From an optimization exercise on the open Yosys and OpenROAD flow, aimed at small area, a short achievable clock period and few clock cycles per item; shortcuts taken in it are not production practice.
Only simulation tests tie the RTL to the original design; equivalence was not proved.
Power and IR drop assume default switching activity.

wip/zinc:
## frequency_ordered_list_top
module frequency_ordered_list_top (
  input  logic                              clk_i,
  input  logic                              rst_ni,
  input  logic                              in_valid_i,
  output logic                              in_ready_o,
  input  logic [fol_pkg::KEY_W-1:0]         in_key_i,
  output logic                              out_valid_o,
  input  logic                              out_ready_i,
  output logic                              out_hit_o,
  output logic [fol_pkg::POS_W-1:0]         out_old_position_o,
  output logic [fol_pkg::POS_W-1:0]         out_new_position_o,
  output logic [fol_pkg::HIT_COUNT_W-1:0]   out_hit_count_o
);
clock: 5.0 ns
lec_check: 0
cap_margin: 20
core_margin: 2
core_utilization: 40
cts_buf_list: sky130_fd_sc_hd__clkbuf_4 sky130_fd_sc_hd__clkbuf_8
cts_cluster_size: 30
setup_slack_margin: 1.8
slew_margin: 20
run.sh (not shown) runs the stock make flow with config.mk's settings and CLKGATE_MAP_FILE= SYNTH_SCRIPT=/design/flow/synth_recipe.tcl, a recipe that flattens the netlist after the stock synthesis.
Testbench counts of wip/zinc, summed over its fixed seeds: cycles 12,024, items 12,000.
Setup changes, wip/zinc to wip/pepper
diff --git a/flow/config.mk b/flow/config.mk
--- a/flow/config.mk
+++ b/flow/config.mk
@@ -13 +13 @@
-export SETUP_SLACK_MARGIN = 1.8
+export SETUP_SLACK_MARGIN = 1.5
Results
Having completed the whole flow, wip/pepper delivered a layout that passed the timing, DRC and antenna checks.
Via count (wip/pepper vs. wip/zinc) decreases by a few percent
wip/pepper vs wip/zinc, post-route worst hold slack went up by 8.5 ps.
Taking wip/zinc as the reference, in wip/pepper non-clock buffer count down 49; core utilization now sits lower; detailed-route vias per instance decreased by 0.066 relative to the old numbers; filler cell count in the final layout grew by 115.
Wire length shrinks by a few percent when moving from wip/zinc to wip/pepper.
Cmp wip/pepper and wip/zinc / fraction of standard cell area that is sequential / lower: wip/zinc
Changes in wip/onyx relative to wip/pepper:
diff --git a/flow/config.mk b/flow/config.mk
--- a/flow/config.mk
+++ b/flow/config.mk
@@ -7,0 +8 @@
+export ABC_AREA = 1
@@ -13 +14 @@
-export SETUP_SLACK_MARGIN = 1.5
+export SETUP_SLACK_MARGIN = 2.0
Findings:
- Worst hold slack: wip/onyx < wip/pepper
- [wip/onyx vs wip/pepper] post-layout net count: higher in wip/onyx
- wip/onyx — combined area of all synthesized cells about 13% higher, wip/pepper as reference
- From wip/pepper to wip/onyx the numbers moved as follows: layout clock buffer count picked up an extra 1.8%, buffers inserted during post-CTS setup optimization higher, cell count after synthesis rose by 719.
- On post-synthesis to final-layout area growth, the higher figure sits with wip/onyx, not wip/pepper.
- Against wip/pepper as the reference, wip/onyx delivers a lower sequential share of layout area.
- When the final numbers for wip/onyx and wip/pepper were put side by side, the number of standard cells in the layout, taps in and fillers out turned out to be smaller in wip/pepper.
> inputs changed (wip/onyx -> wip/ember)
diff --git a/flow/config.mk b/flow/config.mk
--- a/flow/config.mk
+++ b/flow/config.mk
@@ -14 +14 @@
-export SETUP_SLACK_MARGIN = 2.0
+export SETUP_SLACK_MARGIN = 2.3
--- outcome ---
wip/ember | stages: all done | timing, DRC, antenna: all pass
In the flow results for wip/onyx and wip/ember, the leakage power is smaller on wip/onyx.
The worst hold slack of wip/onyx and that of wip/ember are within noise of each other.
Compared to wip/onyx, the router laid down more metal wire for wip/ember.
Highest net fanout along the worst path is lower on wip/ember
Taking wip/onyx over wip/ember, the routed wire length on met2 ratio works out to 0.922.
Across both runs, pin count of the biggest net entering global routing was lower for wip/ember than for wip/onyx.
Met3 track utilization from global routing: wip/ember vs wip/onyx up 0.41 points
For wip/onyx, the capturing element of the worst setup path was u_dp.cinc_q[10]$_DFFE_PP_, unlike wip/ember, where it was u_dp.cinc_q[15]$_DFFE_PP_.
Summary: final cell area excluding filler cells, wip/ember worse than wip/onyx
#### Input delta (wip/indigo over wip/ember)
diff --git a/flow/config.mk b/flow/config.mk
--- a/flow/config.mk
+++ b/flow/config.mk
@@ -8 +7,0 @@
-export ABC_AREA = 1
@@ -11,4 +10,2 @@
-export CORE_UTILIZATION = 40
-export CTS_BUF_LIST = sky130_fd_sc_hd__clkbuf_4 sky130_fd_sc_hd__clkbuf_8
-export CTS_CLUSTER_SIZE = 30
-export SETUP_SLACK_MARGIN = 2.3
+export CORE_UTILIZATION = 60
+export SETUP_SLACK_MARGIN = 1.5
==> run summary <==
wip/indigo vs wip/ember: number of logic inverters in the finished layout down by more than half. wip/indigo vs. wip/ember: share of total power in the clock network +0.8 points; cell count -1032; post-synthesis xor/xnor area fraction +4.0 points; total number of cells along the worst setup path -2; area of the mapped netlist -about 12%. Re post-route fraction of the period consumed by the critical path: wip/indigo and wip/ember aren't equal, and the lower value belongs to wip/ember.
The inputs of wip/quartz differ from those of wip/indigo as listed below.
diff --git a/flow/config.mk b/flow/config.mk
--- a/flow/config.mk
+++ b/flow/config.mk
@@ -7,0 +8 @@
+export ABC_AREA = 1
@@ -10,2 +11,2 @@
-export CORE_UTILIZATION = 60
-export SETUP_SLACK_MARGIN = 1.5
+export CORE_UTILIZATION = 40
+export SETUP_SLACK_MARGIN = 1.8
==> comparison <==
Changes observed in wip/quartz relative to wip/indigo: worst-case reg-to-reg path depth went up 6, worst hold slack went down 4.2 ps, parity-gate share of the synthesized area counting xor and xnor cells went down 4.0 points, design area went up 13%, non-clock buffer count went down about 15%. When the final numbers for wip/quartz and wip/indigo were put side by side, the combinational logic power turned out to be smaller in wip/indigo. A critical path start-end classification of in2out is what wip/quartz shows, while reg2reg belongs to wip/indigo. Diff wip/indigo -> wip/quartz | x dimension of the die | increase of 29%. sky130_fd_sc_hd__clkdlybuf4s50_1 as the cell at the slowest stage of the critical path was reported by wip/quartz, and sky130_fd_sc_hd__edfxtp_1 by wip/indigo. In the metrics for wip/quartz and wip/indigo, the one carrying the lower detailed-route wire length is wip/indigo.

* * *

== v7 ==
frequency_ordered_list_top, a different RTL version from the one above (not shown whole).
For scale: about 37 I/O pins, ~13000 µm² of cells after synthesis.
==> flow/config.mk <==
export PLATFORM = sky130hd
export DESIGN_NAME = frequency_ordered_list_top
export DESIGN_NICKNAME = frequency_ordered_list_top
export VERILOG_FILES = /design/flow/design.v
export SDC_FILE = /design/flow/constraint.sdc
export NUM_CORES = 4
export LEC_CHECK = 0
export ABC_AREA = 1
export CAP_MARGIN = 20
export CORE_MARGIN = 2
export CORE_UTILIZATION = 40
export CTS_BUF_LIST = sky130_fd_sc_hd__clkbuf_8 sky130_fd_sc_hd__clkbuf_16
export CTS_CLUSTER_DIAMETER = 80
export CTS_CLUSTER_SIZE = 25
export PLACE_DENSITY = 0.7
export SETUP_SLACK_MARGIN = 2.3
export SLEW_MARGIN = 20
==> flow/constraint.sdc <==
create_clock -name core_clock -period 5.0 [get_ports {clk_i}]
set_input_delay 1.0000 -clock core_clock [delete_from_list [all_inputs] [get_ports {clk_i}]]
set_output_delay 1.0000 -clock core_clock [all_outputs]
set_load 0.01 [all_outputs]
Testbench counts of v7, summed over its fixed seeds: cycles 12,024, items 12,000.
The following lists how v20 was set up differently from v7:
- swapping 2.3 for 2.2 in SETUP_SLACK_MARGIN
- clearing PLACE_DENSITY, which used to be 0.7
- swapping 40 for 50 in CORE_UTILIZATION
### Flow results
v20 | status: complete | timing, DRC, antenna: pass. In the route summary, v20 ends up with a via count below that of v7. When the final numbers for v7 and v20 were put side by side, the first-pass GRT wire length turned out to be smaller in v7. v20 vs. v7: total global routing overflow essentially unchanged, TritonCTS buffer count saw an increase, first-pass iteration count of the detailed router moved up, switching share of total power +0.66 points, hold-critical path depth went up 1. Max core utilization of the finished layout across v7 and v20: v20. Combinational group share of total power: v7 vs v20, no meaningful difference. v7 -> v20: total power increased slightly. Against v7 as the reference, v20 delivers a higher post-layout minimum cycle time. v20 reports its layer carrying the most global-route usage as met1 while v7 reports met2.
diff inputs: v20 => v49
- CORE_UTILIZATION changed from 50 to 40
- SETUP_SLACK_MARGIN changed from 2.2 to 2.0
- CTS_CLUSTER_DIAMETER changed from 80 to 100
- CTS_BUF_LIST changed from sky130_fd_sc_hd__clkbuf_8 sky130_fd_sc_hd__clkbuf_16 to sky130_fd_sc_hd__clkbuf_16
- CTS_CLUSTER_SIZE changed from 25 to 35
==> run summary <==
- Changes observed in v49 relative to v20: count of clock-buffer cells in the layout -2; via count went down; slack of the critical path lower; final wirelength dropped about 8%.
- The most heavily used metal layer in global routing comes out met1 in one run and met2 in the other, namely in v20 and v49 respectively.
The following lists how v4 was set up differently from v49:
- CTS_BUF_LIST: sky130_fd_sc_hd__clkbuf_16 -> sky130_fd_sc_hd__clkbuf_8 sky130_fd_sc_hd__clkbuf_16
- CTS_CLUSTER_SIZE: 35 -> 25
- CTS_CLUSTER_DIAMETER: 100 -> 80
- SETUP_SLACK_MARGIN: 2.0 -> 2.2
- In v4 the utilization turned out 1.1 points higher than in v49.
- Per the comparison of v4 with v49, sequential share of layout area has decreased; routed via count has increased.
> inputs changed (v4 -> v16)
- SETUP_SLACK_MARGIN now 2.0, was 2.2
- CTS_BUF_LIST no longer set, was sky130_fd_sc_hd__clkbuf_8 sky130_fd_sc_hd__clkbuf_16
- CTS_CLUSTER_SIZE no longer set, was 25
- CTS_CLUSTER_DIAMETER no longer set, was 80
Notes after the runs:
v16 finished all stages; the layout is clean.
Per the comparison of v16 with v4, post-route non-filler standard cell count shrank by 11; shortest period the worst path allows higher; cell-internal power increased 0.59 mW.
### v16 -> v13
- CTS_BUF_LIST newly set to sky130_fd_sc_hd__clkbuf_8 sky130_fd_sc_hd__clkbuf_16
- CTS_CLUSTER_DIAMETER newly set to 80
- SETUP_SLACK_MARGIN changed from 2.0 to 2.5
- CTS_CLUSTER_SIZE newly set to 25
## What came out
v13 was carried through to the last stage, and its layout satisfied the timing, DRC and antenna checks. Comparing the two runs side by side, v13 comes out behind v16 on final non-filler cell area. End of the critical path = u_dp.cinc_q[12]$_DFFE_PP_: v16; end of the critical path = u_dp.cinc_q[10]$_DFFE_PP_: v13. Delta (v13 minus v16): final cell count without fillers now sits higher, pin slew with the least headroom to its limit now sits higher. Compared to v16, the router laid down more metal wire for v13.

afterwards: timing with drivers on the ports:
In the flow no input, the clock included, has a driving cell. The finished layouts below were timed again as built, in two steps. Step 1: set_driving_cell puts a clkbuf_16 on clk_i and a buf_2 on each other input, an assumption about the parent block. Step 2 moves the port delays by t, midway between the first and last clock arrival at a register: inputs arrive t later, outputs are due t later. That takes back most of the time a late clock gives input paths. Slacks: ideal ports / drivers / drivers and shift; pairs: ideal ports / drivers.
run	t (ns)	setup slack, ns	latest minus earliest clock arrival (ns)
wip/zinc	0.591	1.800 / 1.800 / 1.636	0.035 / 0.035
wip/pepper	0.585	1.614 / 1.590 / 1.590	0.034 / 0.033
wip/onyx	0.595	2.141 / 2.122 / 1.703	0.029 / 0.030
wip/ember	0.629	2.300 / 2.300 / 1.970	0.032 / 0.031
wip/indigo	0.568	1.479 / 1.479 / 1.232	0.016 / 0.016
wip/quartz	0.593	1.900 / 1.876 / 1.528	0.010 / 0.009
v7	0.561	2.326 / 2.326 / 1.884	0.028 / 0.028
v20	0.555	2.246 / 2.246 / 1.752	0.029 / 0.029
v49	0.553	2.081 / 2.081 / 1.771	0.042 / 0.042
v4	0.563	2.266 / 2.236 / 1.965	0.051 / 0.050
v16	0.605	2.108 / 2.108 / 1.620	0.026 / 0.026
v13	0.571	2.331 / 2.331 / 2.176	0.040 / 0.041
After both steps setup and hold are still met in every run listed. The setup slack of v20, which loses most, moves by 0.000 ns with the drivers and by -0.494 ns with both steps.
